This is an optimization exercise on Yosys and OpenROAD, whose aim is small area, a short achievable clock period and few clock cycles per item, not a production implementation.
At most, simulation tests tie the RTL to the original design; equivalence was not proved.
Power is estimated from default activity; no workload was simulated.

Setup of before:
Design guide_offtarget_hamming_scan_unit, start of the top module:
module guide_offtarget_hamming_scan_unit
#(
    parameter int HIT_MM_MAX  = 4,
    parameter int COUNT_WIDTH = 16
) (
    input  logic                 i_clk,
    input  logic                 i_rst_n,
    input  logic                 push,
    output logic                 full,
    input  logic [WORD_W-1:0]    i_entry_word,
    input  logic                 i_last_entry,
    output logic                 empty,
    input  logic                 pop,
    output logic                 o_kind,
    output logic [ID_W-1:0]      o_entry_id,
    output logic [MM_W-1:0]      o_mismatches,
    output logic [ID_W-1:0]      o_bin_count,
    output logic                 o_list_complete,
    output logic                 o_last,
    input  logic                 i_cfg_valid,
    output logic                 o_cfg_ready,
    input  logic [CFG_IDX_W-1:0] i_cfg_index,
    input  logic [WORD_W-1:0]    i_cfg_data
);
==> flow/config.mk <==
export PLATFORM = sky130hd
export DESIGN_NAME = guide_offtarget_hamming_scan_unit
export DESIGN_NICKNAME = guide_offtarget_hamming_scan_unit
export VERILOG_FILES = /design/flow/design.v
export SDC_FILE = /design/flow/constraint.sdc
export NUM_CORES = 4
export LEC_CHECK = 0
export ABC_AREA = 1
export CAP_MARGIN = 20
export CORE_MARGIN = 2
export CORE_UTILIZATION = 30
export CTS_CLUSTER_DIAMETER = 60
export CTS_CLUSTER_SIZE = 25
export SETUP_SLACK_MARGIN = 3.85
export SLEW_MARGIN = 20
==> flow/constraint.sdc <==
create_clock -name core_clock -period 6.0 [get_ports {i_clk}]
set_input_delay 1.2000 -clock core_clock [delete_from_list [all_inputs] [get_ports {i_clk}]]
set_output_delay 1.2000 -clock core_clock [all_outputs]
set_load 0.01 [all_outputs]
standard.sh (not shown) runs the stock make flow with config.mk's settings and CLKGATE_MAP_FILE= SYNTH_SCRIPT=/design/flow/synth_recipe.tcl, a recipe that flattens the netlist after the stock synthesis.
==> flow/flow/run.sh <==
#!/bin/bash
# The standard layout (standard.sh, unchanged synthesis and steps); the only
# difference is that the port buffers are built from buf_1 cells instead of the
# resizer's default pick, clkdlybuf4s50_1. Every port still gets its buffer and
# repair_timing still resizes them where timing needs it.
set -uo pipefail
bash standard.sh BUFFER_PORTS_ARGS="-buffer_cell sky130_fd_sc_hd__buf_1" finish > standard.log 2>&1
rc=$?
# per-step tool logs of the run, kept with the grade
cp -r orfs/logs/sky130hd/guide_offtarget_hamming_scan_unit/base tool_logs 2>/dev/null
exit $rc
before finished all stages; the layout is clean.
What after does differently from before at the input level:
- a change of SETUP_SLACK_MARGIN from 3.85 to 3.75
Findings:
Between before and after, the difference in power consumed by the clock network is negligible.
Going from before to after, number of global-route vias before repair shows a reduction of 6.2%; switching share of power went down by 0.33 points; clock slew seen by the registers of the worst setup and hold paths stayed essentially flat; routed wire length fell by about 5.6%.
Diff before -> after | non-clock buffer count | decrease of 51
All of before and after finish clean.
No run of this note included a check of the RTL's function; only the layout flow was run.

Another version of the RTL of guide_offtarget_hamming_scan_unit (not shown whole).
Size: roughly 2800 cells after synthesis, ~390 flip-flops, about 210 I/O pins, roughly 21000 µm² of cells after synthesis.
clock: 6.0 ns
lec_check: 0
abc_area: 1
cap_margin: 20
core_margin: 2
core_utilization: 30
setup_slack_margin: 3.5
slew_margin: 20
run.sh (not shown) runs the stock make flow with config.mk's settings and CLKGATE_MAP_FILE= SYNTH_SCRIPT=/design/flow/synth_recipe.tcl, a recipe that flattens the netlist after the stock synthesis.
Stock flow here: none of the scripts above is used.
Testbench counts at the start, summed over its fixed seeds: cycles 12,608, entries 12,477.
Next try:
==> flow/flow/run.sh (new file) <==
#!/bin/bash
# The standard layout (standard.sh, unchanged synthesis and steps); the only
# difference is that the port buffers are built from buf_1 cells instead of the
# resizer's default pick, clkdlybuf4s50_1. Every port still gets its buffer and
# repair_timing still resizes them where timing needs it.
set -uo pipefail
bash standard.sh BUFFER_PORTS_ARGS="-buffer_cell sky130_fd_sc_hd__buf_1" finish > standard.log 2>&1
rc=$?
# per-step tool logs of the run, kept with the grade
cp -r orfs/logs/sky130hd/guide_offtarget_hamming_scan_unit/base tool_logs 2>/dev/null
exit $rc
==> flow/standard.sh (new file) <==
#!/bin/bash
# synth_recipe.tcl (not shown) runs the flow's synth.tcl, then flattens the netlist and writes it again
# the make line also repeats each setting of config.mk as NAME=value (left out here)
make -C /OpenROAD-flow-scripts/flow DESIGN_CONFIG=/design/flow/config.mk WORK_HOME=/design/flow/orfs CLKGATE_MAP_FILE= SYNTH_SCRIPT=/design/flow/synth_recipe.tcl "${@:-finish}"
CORE_UTILIZATION = 45   (was 30)
CTS_CLUSTER_DIAMETER = 60   (was unset)
CTS_CLUSTER_SIZE = 25   (was unset)
SETUP_SLACK_MARGIN = 3.75   (was 3.5)
removed: flow/run.sh
Sequential share of layout area goes up by 1.5 points.
Total power goes down by about 3.4%.
Non-clock buffer count goes up by 22.
Clock skew goes down by 0.0066 ns.
Count of clock-buffer cells in the layout goes down by 9.
Area after synthesis is unchanged.
Core utilization goes up by 17 points.
Setup slack gains 0.18 ns.
Sequential power hardly moves.

== build 87 ==
guide_offtarget_hamming_scan_unit again, from the RTL that the note above started with.
clock: 6.0 ns
lec_check: 0
abc_area: 1
cap_margin: 20
core_margin: 2
core_utilization: 30
place_density: 0.85
setup_slack_margin: 3.75
slew_margin: 20
standard.sh (not shown) runs the stock make flow with config.mk's settings and CLKGATE_MAP_FILE= SYNTH_SCRIPT=/design/flow/synth_recipe.tcl, a recipe that flattens the netlist after the stock synthesis.
==> flow/flow/run.sh <==
#!/bin/bash
# The standard layout (standard.sh, unchanged synthesis and steps); the only
# difference is that the port buffers are built from buf_1 cells instead of the
# resizer's default pick, clkdlybuf4s50_1. Every port still gets its buffer and
# repair_timing still resizes them where timing needs it.
set -uo pipefail
bash standard.sh BUFFER_PORTS_ARGS="-buffer_cell sky130_fd_sc_hd__buf_1" finish > standard.log 2>&1
rc=$?
# per-step tool logs of the run, kept with the grade
cp -r orfs/logs/sky130hd/guide_offtarget_hamming_scan_unit/base tool_logs 2>/dev/null
exit $rc
Build 87 went all the way through synthesis, placement and routing and the layout is clean on timing, DRC and antenna.
Testbench counts of build 87, summed over its fixed seeds: cycles 12,608, entries 12,477.
Changes in build 21 relative to build 87:
- clearing PLACE_DENSITY, which used to be 0.85
- putting CTS_CLUSTER_DIAMETER at 60 where nothing was set
- putting CTS_CLUSTER_SIZE at 25 where nothing was set
Status | build 21 and build 87 | clean
Re global-route usage: build 21 is 0.37 points up on build 87.
~same area taken by flip-flops and latches in build 21 and build 87
Comparing post-layout total power for build 21 and build 87, the bigger number came from build 87.
Comparing internal power for build 21 and build 87, the smaller number came from build 21.
Re register-to-register slack: build 21 and build 87 aren't equal, and the lower value belongs to build 87.
Build 21 vs build 87 — clock-pin transition on the worst setup and hold timing paths rose 20 ps.
Build 21 vs build 87 — switching power of the nets dropped by a few percent
What build 49 does differently from build 21 at the input level:
- ABC_AREA: 1 -> unset
- CTS_CLUSTER_SIZE: 25 -> unset
- CTS_CLUSTER_DIAMETER: 60 -> unset
Notes after the runs:
In summary, build 49 completed successfully, with a layout that passed the timing, DRC and antenna checks.
Changes observed in build 49 relative to build 21: total instance count after detailed placement shows a reduction of 616; synthesized cell count now sits lower; areal power density over the cells roughly the same; register-to-register slack -730 ps.
Build 21 reports its capturing instance or port of the critical path as o_entry_id[7] while build 49 reports r_mm[7].
Inputs modified between build 49 and build 61:
- swapping 3.75 for 3.72 in SETUP_SLACK_MARGIN
- swapping 30 for 40 in CORE_UTILIZATION
- putting ABC_AREA at 1 where nothing was set
Notes after the runs:
- Looking at non-clock buffer contribution to total cell area, build 61 sits 2.3 points below build 49.
- The slack of the critical path in build 61 was higher than what build 49 gave.
- Share of the clock period used by the worst path delta for build 61 relative to build 49: 11 points lower
- Compared with build 49, build 61 shows cell area lower by about 6%.
- On critical path depth: between build 49 and build 61, it ends up lower for build 61.
- Build 49 → build 61: total routed wirelength fell by 7.8%; mux cell area share after synthesis fell by 3.9 points; number of standard-cell rows in the floorplan -11.
- Sort build 49 and build 61 by biggest fanout along the worst timing path asc -> top: build 61
- Diff build 49 -> build 61 | sum of routed wire segments on met1 | decrease of about 2.5%
- When build 61 is measured against build 49, its post-layout net count turns out 21% higher.

port drivers added, routing unchanged:
In the flow no input, the clock included, has a driving cell. The finished layouts below were timed again as built, in two steps.
Step 1 assumes that a clkbuf_16 drives the clock port and a buf_2 every other input.
Step 2 moves the port delays by t, midway between the first and last clock arrival at a register: inputs arrive t later, outputs are due t later. That takes back most of the time a late clock gives input paths.
Slacks: ideal ports / drivers / drivers and shift; pairs: ideal ports / drivers.
| run | t (ns) | slack for setup (ns) | clock arrival spread, ns |
|---|---|---|---|
| before | 0.625 | 3.502 / 3.502 / 2.932 | 0.060 / 0.060 |
| after | 0.639 | 3.599 / 3.599 / 3.019 | 0.043 / 0.043 |
| the first run of note 2 | 0.641 | 3.542 / 3.479 / 2.952 | 0.036 / 0.036 |
| the second run of note 2 | 0.609 | 3.721 / 3.669 / 3.220 | 0.025 / 0.025 |
| build 87 | 0.607 | 3.683 / 3.655 / 3.110 | 0.035 / 0.036 |
| build 21 | 0.661 | 3.681 / 3.618 / 3.198 | 0.032 / 0.032 |
| build 49 | 0.637 | 3.022 / 3.033 / 2.396 | 0.020 / 0.020 |
| build 61 | 0.633 | 3.678 / 3.624 / 3.103 | 0.017 / 0.017 |
After both steps every run listed still meets setup and hold. For build 49, which loses most, drivers alone change the setup slack by +0.011 ns; drivers and shift together by -0.626 ns.
